Context: an optimization exercise on an open-source flow, tuned for a short achievable clock period and few clock cycles. The choices shown serve that exercise and are no tape-out recipe.
Only simulation tests tie the RTL to the original design; equivalence was not proved.
Power and IR drop assume default switching activity.

### flow/design.v
package cpu_pkg;
	typedef enum logic [2:0] {
		opNop,
		opAddu,
		opSubu,
		opOri,
		opLui,
		opLw,
		opSw,
		opBeq
	} opcodeT;
	typedef enum logic [1:0] {
		aluAdd,      
		aluSub,
		aluOr,
		aluLui       
	} aluOpT;
	typedef enum logic [1:0] {
		fwdReg,      
		fwdFromE,
		fwdFromM,
		fwdFromW
	} fwdSelT;
	typedef enum logic [2:0] {
		stgNone = 3'd0,
		stgD    = 3'd1,
		stgE    = 3'd2,
		stgM    = 3'd3,
		stgW    = 3'd4
	} stageT;
	typedef struct packed {
		opcodeT                 kind;
		logic [5-1:0] rs;
		logic [5-1:0] rt;
		logic [5-1:0] dest;
		logic                   regWrite;     
		logic                   useImm;       
		logic                   zeroExt;
		aluOpT                  aluOp;
		logic                   memRead;
		logic                   memWrite;
		stageT                  rsUseStage;   
		stageT                  rtUseStage;
		stageT                  resultStage;  
	} ctrlT;
	typedef struct packed {
		ctrlT             ctrl;
		logic [32-1:0] pc;
		logic [32-1:0] rsVal;
		logic [32-1:0] rtVal;
		logic [32-1:0] immExt;
	} deRegT;
	typedef struct packed {
		ctrlT             ctrl;
		logic [32-1:0] pc;
		logic [32-1:0] aluResult;   
		logic [32-1:0] rtVal;
	} emRegT;
	typedef struct packed {
		ctrlT             ctrl;
		logic [32-1:0] pc;
		logic [32-1:0] result;      
	} mwRegT;
	typedef struct packed {
		logic                   valid;
		logic [32-1:0]       pc;
		logic [5-1:0] addr;
		logic [32-1:0]       data;
	} regWriteT;
	typedef struct packed {
		logic             valid;
		logic [32-1:0] pc;
		logic [32-1:0] addr;    
		logic [32-1:0] data;
	} memWriteT;
endpackage
`timescale 1ns/1ps
module instrDecode (
	input  logic [32-1:0] instr,
	output cpu_pkg::ctrlT             ctrl
);
	logic [5:0] opField;
	logic [5:0] funct;
	cpu_pkg::opcodeT     kind;
	assign opField = instr[31:26];
	assign funct   = instr[5:0];
	always_comb begin
		case (opField)
			6'b000000: begin  
				case (funct)
					6'b100001: kind = cpu_pkg::opAddu;
					6'b100011: kind = cpu_pkg::opSubu;
					default:   kind = cpu_pkg::opNop;    
				endcase
			end
			6'b001101: kind = cpu_pkg::opOri;
			6'b001111: kind = cpu_pkg::opLui;
			6'b100011: kind = cpu_pkg::opLw;
			6'b101011: kind = cpu_pkg::opSw;
			6'b000100: kind = cpu_pkg::opBeq;
			default:   kind = cpu_pkg::opNop;
		endcase
	end
	always_comb begin
		ctrl      = '0;
		ctrl.kind = kind;
		ctrl.rs   = instr[25:21];
		ctrl.rt   = instr[20:16];
		case (kind)
			cpu_pkg::opAddu, cpu_pkg::opSubu: begin
				ctrl.dest        = instr[15:11];    
				ctrl.regWrite    = 1'b1;
				ctrl.aluOp       = (kind == cpu_pkg::opSubu) ? cpu_pkg::aluSub : cpu_pkg::aluAdd;
				ctrl.rsUseStage  = cpu_pkg::stgE;
				ctrl.rtUseStage  = cpu_pkg::stgE;
				ctrl.resultStage = cpu_pkg::stgE;
			end
			cpu_pkg::opOri: begin
				ctrl.dest        = instr[20:16];
				ctrl.regWrite    = 1'b1;
				ctrl.useImm      = 1'b1;
				ctrl.zeroExt     = 1'b1;
				ctrl.aluOp       = cpu_pkg::aluOr;
				ctrl.rsUseStage  = cpu_pkg::stgE;
				ctrl.resultStage = cpu_pkg::stgE;
			end
			cpu_pkg::opLui: begin
				ctrl.dest        = instr[20:16];
				ctrl.regWrite    = 1'b1;
				ctrl.useImm      = 1'b1;
				ctrl.aluOp       = cpu_pkg::aluLui;       
				ctrl.resultStage = cpu_pkg::stgE;
			end
			cpu_pkg::opLw: begin
				ctrl.dest        = instr[20:16];
				ctrl.regWrite    = 1'b1;
				ctrl.useImm      = 1'b1;
				ctrl.memRead     = 1'b1;
				ctrl.rsUseStage  = cpu_pkg::stgE;         
				ctrl.resultStage = cpu_pkg::stgM;         
			end
			cpu_pkg::opSw: begin
				ctrl.useImm      = 1'b1;
				ctrl.memWrite    = 1'b1;
				ctrl.rsUseStage  = cpu_pkg::stgE;
				ctrl.rtUseStage  = cpu_pkg::stgM;         
			end
			cpu_pkg::opBeq: begin
				ctrl.rsUseStage  = cpu_pkg::stgD;         
				ctrl.rtUseStage  = cpu_pkg::stgD;
			end
			default: ;
		endcase
		ctrl.regWrite = ctrl.regWrite && (ctrl.dest != '0);
	end
endmodule
`timescale 1ns/1ps
module fetchUnit (
	input  logic             clk,
	input  logic             rstN,
	input  logic             stall,
	input  logic             branchTaken,
	input  logic [32-1:0] branchPc,    
	input  logic [15:0]      imm,
	output logic [32-1:0] pc
);
	logic [32-1:0] offset;
	logic [32-1:0] target;
	assign offset = {{(32-18){imm[15]}}, imm, 2'b00};
	assign target = branchPc + 4 + offset;
	always_ff @(posedge clk) begin
		if (!rstN) begin
			pc <= 32'h3000;
		end else if (!stall) begin     
			if (branchTaken)
				pc <= target;            
			else
				pc <= pc + 4;
		end
	end
endmodule
`timescale 1ns/1ps
module regFile (
	input  logic                   clk,
	input  logic                   rstN,
	input  logic [5-1:0] rsAddr,
	input  logic [5-1:0] rtAddr,
	output logic [32-1:0]       rsData,
	output logic [32-1:0]       rtData,
	input  cpu_pkg::regWriteT               wr
);
	logic [32-1:0] regs [32];
	always_ff @(posedge clk) begin
		if (!rstN) begin
			for (int i = 0; i < 32; i++)
				regs[i] <= '0;
		end else if (wr.valid) begin
			regs[wr.addr] <= wr.data;
		end
	end
	assign rsData = (wr.valid && wr.addr == rsAddr) ? wr.data : regs[rsAddr];
	assign rtData = (wr.valid && wr.addr == rtAddr) ? wr.data : regs[rtAddr];
endmodule
`timescale 1ns/1ps
module hazardUnit (
	input  cpu_pkg::ctrlT   dCtrl,
	input  cpu_pkg::ctrlT   eCtrl,
	input  cpu_pkg::ctrlT   mCtrl,
	input  cpu_pkg::ctrlT   wCtrl,
	output logic   stall,     
	output cpu_pkg::fwdSelT fwdDRs,
	output cpu_pkg::fwdSelT fwdDRt,
	output cpu_pkg::fwdSelT fwdERs,
	output cpu_pkg::fwdSelT fwdERt,
	output cpu_pkg::fwdSelT fwdMRt
);
	function automatic logic hits(input cpu_pkg::ctrlT p, input logic [5-1:0] src);
		hits = p.regWrite && (p.dest == src);
	endfunction
	function automatic logic readyIn(input cpu_pkg::ctrlT p, input cpu_pkg::stageT pos);
		readyIn = int'(p.resultStage) < int'(pos);
	endfunction
	function automatic logic lateFor(input cpu_pkg::ctrlT p, input cpu_pkg::stageT pos, input cpu_pkg::stageT useAt);
		lateFor = int'(p.resultStage) >= int'(pos) + int'(useAt) - int'(cpu_pkg::stgD);
	endfunction
	function automatic cpu_pkg::fwdSelT pickSrc(input logic hitE, input logic rdyE,
			input logic hitM, input logic rdyM, input logic hitW, input logic rdyW);
		if (hitE)
			pickSrc = rdyE ? cpu_pkg::fwdFromE : cpu_pkg::fwdReg;
		else if (hitM)
			pickSrc = rdyM ? cpu_pkg::fwdFromM : cpu_pkg::fwdReg;
		else if (hitW)
			pickSrc = rdyW ? cpu_pkg::fwdFromW : cpu_pkg::fwdReg;
		else
			pickSrc = cpu_pkg::fwdReg;
	endfunction
	function automatic logic opStall(input logic [5-1:0] src, input cpu_pkg::stageT useAt,
			input cpu_pkg::ctrlT eC, input cpu_pkg::ctrlT mC, input cpu_pkg::ctrlT wC);
		logic late;
		late = 1'b0;
		if (useAt != cpu_pkg::stgNone) begin
			if (hits(eC, src))
				late = lateFor(eC, cpu_pkg::stgE, useAt);
			else if (hits(mC, src))
				late = lateFor(mC, cpu_pkg::stgM, useAt);
			else if (hits(wC, src))
				late = lateFor(wC, cpu_pkg::stgW, useAt);
		end
		opStall = late;
	endfunction
	assign stall = opStall(dCtrl.rs, dCtrl.rsUseStage, eCtrl, mCtrl, wCtrl)
		|| opStall(dCtrl.rt, dCtrl.rtUseStage, eCtrl, mCtrl, wCtrl);
	assign fwdDRs = pickSrc(hits(eCtrl, dCtrl.rs), readyIn(eCtrl, cpu_pkg::stgE),
		hits(mCtrl, dCtrl.rs), readyIn(mCtrl, cpu_pkg::stgM),
		hits(wCtrl, dCtrl.rs), readyIn(wCtrl, cpu_pkg::stgW));
	assign fwdDRt = pickSrc(hits(eCtrl, dCtrl.rt), readyIn(eCtrl, cpu_pkg::stgE),
		hits(mCtrl, dCtrl.rt), readyIn(mCtrl, cpu_pkg::stgM),
		hits(wCtrl, dCtrl.rt), readyIn(wCtrl, cpu_pkg::stgW));
	assign fwdERs = pickSrc(1'b0, 1'b0, hits(mCtrl, eCtrl.rs), readyIn(mCtrl, cpu_pkg::stgM),
		hits(wCtrl, eCtrl.rs), readyIn(wCtrl, cpu_pkg::stgW));
	assign fwdERt = pickSrc(1'b0, 1'b0, hits(mCtrl, eCtrl.rt), readyIn(mCtrl, cpu_pkg::stgM),
		hits(wCtrl, eCtrl.rt), readyIn(wCtrl, cpu_pkg::stgW));
	assign fwdMRt = pickSrc(1'b0, 1'b0, 1'b0, 1'b0,
		hits(wCtrl, mCtrl.rt), readyIn(wCtrl, cpu_pkg::stgW));
endmodule
`timescale 1ns/1ps
module execUnit (
	input  cpu_pkg::ctrlT             ctrl,
	input  logic [32-1:0] opA,       
	input  logic [32-1:0] rtVal,     
	input  logic [32-1:0] immExt,
	output logic [32-1:0] result
);
	logic [32-1:0] opB;
	assign opB = ctrl.useImm ? immExt : rtVal;
	always_comb begin
		case (ctrl.aluOp)
			cpu_pkg::aluAdd:  result = opA + opB;     
			cpu_pkg::aluSub:  result = opA - opB;
			cpu_pkg::aluOr:   result = opA | opB;
			cpu_pkg::aluLui:  result = {immExt[15:0], {(32-16){1'b0}}};
			default: result = opA + opB;
		endcase
	end
endmodule
`timescale 1ns/1ps
module dataMem (
	input  logic             clk,
	input  logic             rstN,
	input  logic [32-1:0] addr,     
	input  logic [32-1:0] wData,
	input  logic             we,
	output logic [32-1:0] rData
);
	logic [32-1:0]        mem [64];
	logic [6-1:0] wordIdx;
	assign wordIdx = addr[6+1:2];    
	always_ff @(posedge clk) begin
		if (!rstN) begin
			for (int i = 0; i < 64; i++)
				mem[i] <= '0;
		end else if (we) begin
			mem[wordIdx] <= wData;
		end
	end
	assign rData = mem[wordIdx];
endmodule
`timescale 1ns/1ps
module mipsCore (
	input  logic             clk,
	input  logic             rstN,
	output logic [32-1:0] instrAddr,
	input  logic [32-1:0] instr,      
	output cpu_pkg::regWriteT         regWrite,
	output cpu_pkg::memWriteT         memWrite
);
	logic [32-1:0] pc;
	logic [32-1:0] dPc;
	logic [32-1:0] dInstr, eInstr, mInstr, wInstr;
	cpu_pkg::ctrlT             dCtrl, eCtrl, mCtrl, wCtrl;
	logic [32-1:0] rfRs, rfRt;
	logic [32-1:0] dRs, dRt, dImmExt;
	logic [32-1:0] eRs, eRt, aluResult;
	logic [32-1:0] mRt, memRData;
	logic             stall;
	logic             branchTaken;
	cpu_pkg::fwdSelT           fwdDRs, fwdDRt, fwdERs, fwdERt, fwdMRt;
	cpu_pkg::deRegT            deReg;
	cpu_pkg::emRegT            emReg;
	cpu_pkg::mwRegT            mwReg;
	function automatic logic [32-1:0] fwdPick(input cpu_pkg::fwdSelT sel,
			input logic [32-1:0] own, input logic [32-1:0] fromM,
			input logic [32-1:0] fromW);
		case (sel)
			cpu_pkg::fwdFromM: fwdPick = fromM;
			cpu_pkg::fwdFromW: fwdPick = fromW;
			default:           fwdPick = own;
		endcase
	endfunction
	assign instrAddr = pc;
	fetchUnit iFetch (.clk(clk), .rstN(rstN), .stall(stall), .branchTaken(branchTaken),
		.branchPc(dPc), .imm(dInstr[15:0]), .pc(pc));
	instrDecode iDecD (.instr(dInstr), .ctrl(dCtrl));
	instrDecode iDecE (.instr(eInstr), .ctrl(eCtrl));
	instrDecode iDecM (.instr(mInstr), .ctrl(mCtrl));
	instrDecode iDecW (.instr(wInstr), .ctrl(wCtrl));
	regFile iRegs (.clk(clk), .rstN(rstN), .rsAddr(dCtrl.rs), .rtAddr(dCtrl.rt),
		.rsData(rfRs), .rtData(rfRt), .wr(regWrite));
	hazardUnit iHazard (.dCtrl(dCtrl), .eCtrl(eCtrl), .mCtrl(mCtrl), .wCtrl(wCtrl),
		.stall(stall), .fwdDRs(fwdDRs), .fwdDRt(fwdDRt), .fwdERs(fwdERs),
		.fwdERt(fwdERt), .fwdMRt(fwdMRt));
	assign dRs = fwdPick(fwdDRs, rfRs, emReg.aluResult, mwReg.result);
	assign dRt = fwdPick(fwdDRt, rfRt, emReg.aluResult, mwReg.result);
	assign branchTaken = (dCtrl.kind == cpu_pkg::opBeq) && (dRs == dRt);
	assign dImmExt = dCtrl.zeroExt ? {{(32-16){1'b0}}, dInstr[15:0]}
		: {{(32-16){dInstr[15]}}, dInstr[15:0]};
	assign eRs = fwdPick(fwdERs, deReg.rsVal, emReg.aluResult, mwReg.result);
	assign eRt = fwdPick(fwdERt, deReg.rtVal, emReg.aluResult, mwReg.result);
	execUnit iExec (.ctrl(deReg.ctrl), .opA(eRs), .rtVal(eRt), .immExt(deReg.immExt),
		.result(aluResult));
	assign mRt = (fwdMRt == cpu_pkg::fwdFromW) ? mwReg.result : emReg.rtVal;
	dataMem iDmem (.clk(clk), .rstN(rstN), .addr(emReg.aluResult), .wData(mRt),
		.we(emReg.ctrl.memWrite), .rData(memRData));
	always_ff @(posedge clk) begin
		if (!rstN) begin
			dInstr     <= '0;     
			eInstr     <= '0;
			mInstr     <= '0;
			wInstr     <= '0;
			deReg.ctrl <= '0;
			emReg.ctrl <= '0;
			mwReg.ctrl <= '0;
		end else begin
			if (!stall) begin     
				dPc    <= pc;
				dInstr <= instr;
			end
			eInstr       <= stall ? '0 : dInstr;
			deReg.ctrl   <= stall ? '0 : dCtrl;
			deReg.pc     <= dPc;
			deReg.rsVal  <= dRs;
			deReg.rtVal  <= dRt;
			deReg.immExt <= dImmExt;
			mInstr       <= eInstr;
			emReg.ctrl      <= deReg.ctrl;
			emReg.pc        <= deReg.pc;
			emReg.aluResult <= aluResult;
			emReg.rtVal     <= eRt;
			wInstr       <= mInstr;
			mwReg.ctrl      <= emReg.ctrl;
			mwReg.pc        <= emReg.pc;
			mwReg.result    <= emReg.ctrl.memRead ? memRData : emReg.aluResult;
		end
	end
	assign regWrite.valid = mwReg.ctrl.regWrite;    
	assign regWrite.pc    = mwReg.pc;
	assign regWrite.addr  = mwReg.ctrl.dest;
	assign regWrite.data  = mwReg.result;
	assign memWrite.valid = emReg.ctrl.memWrite;    
	assign memWrite.pc    = emReg.pc;
	assign memWrite.addr  = emReg.aluResult;
	assign memWrite.data  = mRt;
endmodule
`timescale 1ns/1ps
module mipsTop (
	input  logic        clk,
	input  logic        rstN,
	output logic [31:0] instrAddr,
	input  logic [31:0] instr,
	output logic        rwValid,
	output logic [31:0] rwPc,
	output logic [4:0]  rwAddr,
	output logic [31:0] rwData,
	output logic        mwValid,
	output logic [31:0] mwPc,
	output logic [31:0] mwAddr,
	output logic [31:0] mwData
);
	cpu_pkg::regWriteT regWrite;
	cpu_pkg::memWriteT memWrite;
	mipsCore iCore (.clk(clk), .rstN(rstN), .instrAddr(instrAddr), .instr(instr),
		.regWrite(regWrite), .memWrite(memWrite));
	assign rwValid = regWrite.valid;
	assign rwPc    = regWrite.pc;
	assign rwAddr  = regWrite.addr;
	assign rwData  = regWrite.data;
	assign mwValid = memWrite.valid;
	assign mwPc    = memWrite.pc;
	assign mwAddr  = memWrite.addr;
	assign mwData  = memWrite.data;
endmodule
### flow/run.sh
#!/bin/bash
# synth_recipe.tcl (not shown) runs the flow's synth.tcl, then flattens the netlist and writes it again
# the make line also repeats each setting of config.mk as NAME=value (left out here)
make -C /OpenROAD-flow-scripts/flow DESIGN_CONFIG=/design/flow/config.mk WORK_HOME=/design/flow/orfs CLKGATE_MAP_FILE= SYNTH_SCRIPT=/design/flow/synth_recipe.tcl finish
### flow/config.mk
export PLATFORM = sky130hd
export DESIGN_NAME = mipsTop
export DESIGN_NICKNAME = mipsTop
export VERILOG_FILES = /design/flow/design.v
export SDC_FILE = /design/flow/constraint.sdc
export NUM_CORES = 4
export LEC_CHECK = 0
export CAP_MARGIN = 20
export CORE_MARGIN = 2
export CORE_UTILIZATION = 40
export SLEW_MARGIN = 20
### flow/constraint.sdc
create_clock -name core_clock -period 8.0 [get_ports {clk}]
set_input_delay 1.6000 -clock core_clock [delete_from_list [all_inputs] [get_ports {clk}]]
set_output_delay 1.6000 -clock core_clock [all_outputs]
set_load 0.01 [all_outputs]
==> summary.txt <==
final setup TNS=0 ns; Hold WC Path Type=reg2reg; DP Worst Slack=0.0192 ns; number of global-route vias before repair=roughly 100k; FF+latch count, synth=approximately 3600; maximum clock rate=0.133 GHz; post-CTS setup buffer count=0; clock insertion delay at the later pin of the skew report=1.00 ns; R2R depth=30; Pre-antenna DRT Iters=6; compound-gate portion of the synthesized area=0.0273; Hold Path Stages=0; NetSw=roughly 17 mW; crit start category=register; row count=238; RSZ-0062 raised after global routing=false; core box area=about 420000 um2; Power per Cell Area=281 nW/um2; hold buffers post-CTS=0; main combinational cell family by area after synthesis=multiplexers; commonest non-fill, non-tap cell in the layout=edfxtp_1; nets@finish=11392; Final Critical Period=7.49 ns; DRT iter0 DRCs=about 13000; post-synthesis net count=between 10000 and 15000; H-tree level count=5; Ports=233; number of hold violations in the final report=0; Die Height=around 650 um; grt total ovfl=0; crit-path most repeated cell=o21ai_0; Max rail drop VDD=around 0.28 mV; Die ar.=427000 um2; Final period util=0.937; CTS tree=yes; Clk Tree Root Cell=clkbuf_16; post-synthesis mux area share=0.186; Worst slew margin=0.178; Leakage=67.8 nW; Initial Util=0.401; nature of the critical path endpoint=register; CTS clock-pin slew for the worst setup and hold paths=~0.060 ns; largest net degree at the start of global routing=122; Synth Instances=11433; initial antenna violation count=34; drt via density=slightly above 6; Slowest-stage cell, CP=or4b_4; Total Wirelength=575 mm; Max-cap violations=0; die width=653 um; measured slew at the worst slew-check pin=1.23 ns; XOR/XNOR share of the synthesized area=0.00754; Post-synth ARST share=0; synthesized cell area=169000 um2; Seq pwr share=0.416; clock tree buffer depth=4; clock share of power=0.335; commonest register cell after synthesis=edfxtp_1; simple logic cell fraction of the synthesized area=0.118; Routability Congestion=0.911; CP required=between 8 and 9 ns; most frequent cells in the layout=edfxtp_1, nor2_1, mux4_2; delay of the slowest critical-path stage=~0.59 ns; final setup violating endpoints=0; layout overhead on the synthesized area=12.9%; Layout fillers=36425; register area share after synthesis=0.623; first-pass GRT wire length=approximately 800 mm; GRT Total Usage=0.265; Setup CP Type=reg2reg; dpl hpwl=352 mm; Switching Share=0.313; synth unique cells=between 100 and 150; logic gate share of total power=0.249; Int Power=between 30 and 40 mW; Inserted Clock Buffers=386; Yosys warning count=7; PortBufs=232; DRC Markers=0; via count=between 100k and 150k; status=complete, no violations; clock sink count=between 3000 and 4000; syn_area_per_cell=14.7 um2; antenna violation net count after detailed routing=0; number of synthesized flops with an enable pin=roughly 3400; post-route setup slack=about 0.51 ns; share of layout cells above drive strength 1=0.221; arrival time worst endpoint=just over 8 ns; worst clock skew=between 0.08 and 0.09 ns; crit path max fanout=9; Fin Hold WS=0.410 ns; Routed WL per cell=roughly 34 um; fin. max-slew vios=0; Adder-Cell Fraction of Synth Area=0.00855
[power by group through the flow]
stage	Clock (mW)	Combinational, mW	Sequential (mW)
3_3_place_gp	0	13.1	22.6
5_1_grt	18.7	13.7	22.3
2_1_floorplan	0	7.99	21.9
6_report	17.9	13.3	22.2
3_5_place_dp	0	13.2	22.6
4_1_cts	18.1	13.2	22.2
[final cells by class]
class | count | area, um2 | area share
flip-flops and latches | 3553 | 105000 | 0.552
multi-input cells | 6603 | 59900 | 0.315
clock buffers | 464 | 10100 | 0.0533
well taps | 5520 | 6910 | 0.0363
repair buffers | 602 | 5530 | 0.0291
clock inverters | 251 | 2300 | 0.0121
inverters | 98 | 368 | 0.00193
diodes | 15 | 37.5 | 0.000197
[sequential cells by signal, summed over array words and instances (netlist names), named ones only]
name              cells
iCore.iFetch.pc      32
iCore.iRegs.regs   1024
iCore.iDmem.mem    2048
iCore.emReg         104
iCore.mInstr         22
iCore.wInstr         22
iCore.mwReg          70
iCore.dInstr         32
iCore.dPc            32
iCore.deReg         124
iCore.eInstr         27
[worst max-delay path, delay by kind of cell, from the launching register on]
| kind | cells | cell delay, ns |
|---|---|---|
| AOI/OAI and AO/OA | 17 | 3.65 |
| and+or+nand+nor | 7 | 2.21 |
| buffers and inverters | 3 | 0.49 |
| adders and majority gates | 1 | 0.34 |
| DFF | 1 | 0.31 |
| xor gates and xnor gates | 2 | 0.25 |
[per-layer routing]
layer  GRT usage  up-vias  share of wire
met4       0.146       22          0.065
met1       0.323    54644           0.35
li1            -    42555              -
met3      0.0460     1357          0.089
met5           0        -        0.00024
met2       0.448     5929           0.49
[cells in the mapped netlist, drive strengths merged (67+ instances only)]
library cell | n | area (um2)
mux2i | 134 | 1340
inv | 97 | 364
nand2 | 365 | 1370
o21ai | 124 | 621
buf | 338 | 1570
xnor2 | 78 | 683
dfxtp | 176 | 3520
and2 | 1100 | 6880
xor2 | 67 | 587
mux4 | 1312 | 29500
edfxtp | 3377 | 101000
clkbuf | 841 | 3160
nor2 | 2299 | 8630
a21oi | 101 | 513
nand3 | 83 | 415
ha | 112 | 1400
[final timing paths]
kind | start | end | slack [ns]
min reg2reg | iCore.dPc[21] | iCore.deReg[117] | 0.41
min | iCore.dPc[21] | iCore.deReg[117] | 0.41
max | iCore.mInstr[3] | iCore.emReg[63] | 0.51
max reg2reg | iCore.mInstr[3] | iCore.emReg[63] | 0.51
[stage by stage]
| stage | std cells | power, mW | instance area (um2) | utilization |
|---|---|---|---|---|
| 6_report | 17106 | 53.4 | 190000 | 0.453 |
| 5_1_grt | 17093 | 54.7 | 190000 | 0.453 |
| 4_1_cts | 17085 | 53.5 | 190000 | 0.452 |
| 3_5_place_dp | 16370 | 35.8 | 178000 | 0.423 |
| 3_3_place_gp | 16366 | 35.7 | 177000 | 0.422 |
| 2_1_floorplan | 11433 | 29.9 | 169000 | - |
[logic make-up (layout without fill, tap and decap cells)]
logic type / count (synthesis) / after routing
AOI/OAI and AO/OA: 635 / 635
DFF: 3553 / 3553
buffers and inverters: 1277 / 1415
and+or+nand+nor: 4224 / 4224
muxes: 1485 / 1485
adders and majority gates: 114 / 114
other: 0 / 15
xor gates and xnor gates: 145 / 145
[what timing repair did]
item                       CTS  global route
hold endpoints to repair     0             0
setup endpoints to repair    1             3
resized for setup            1             7
Testbench counts, summed over its fixed seeds: cycles 13,659.

## re-timing with driven ports
The flow's constraints put no driver on any port. The routed layout listed below was extracted and timed again, unchanged, in two steps. Step 1: set_driving_cell puts a clkbuf_16 on clk and a buf_2 on each other input, an assumption about the parent block. Step 2 adds t to the input delays and takes it off the output delays; t is the mean of the earliest and latest rising clock arrival at the registers after step 1. Input paths then give back, and output paths get back, about the clock's delay inside the block. a / b / c = ideal / step 1 / step 2; a / b = the first two.
t, ns: 1.054
setup slack, ns: 0.505 / 0.505 / 0.505
worst data-port slew with drivers (ns): 0.07
pins driven straight from the clock port: 1
After both steps setup and hold are still met in this run. For this run, drivers alone change the setup slack by 0.000 ns; drivers and shift together by 0.000 ns.
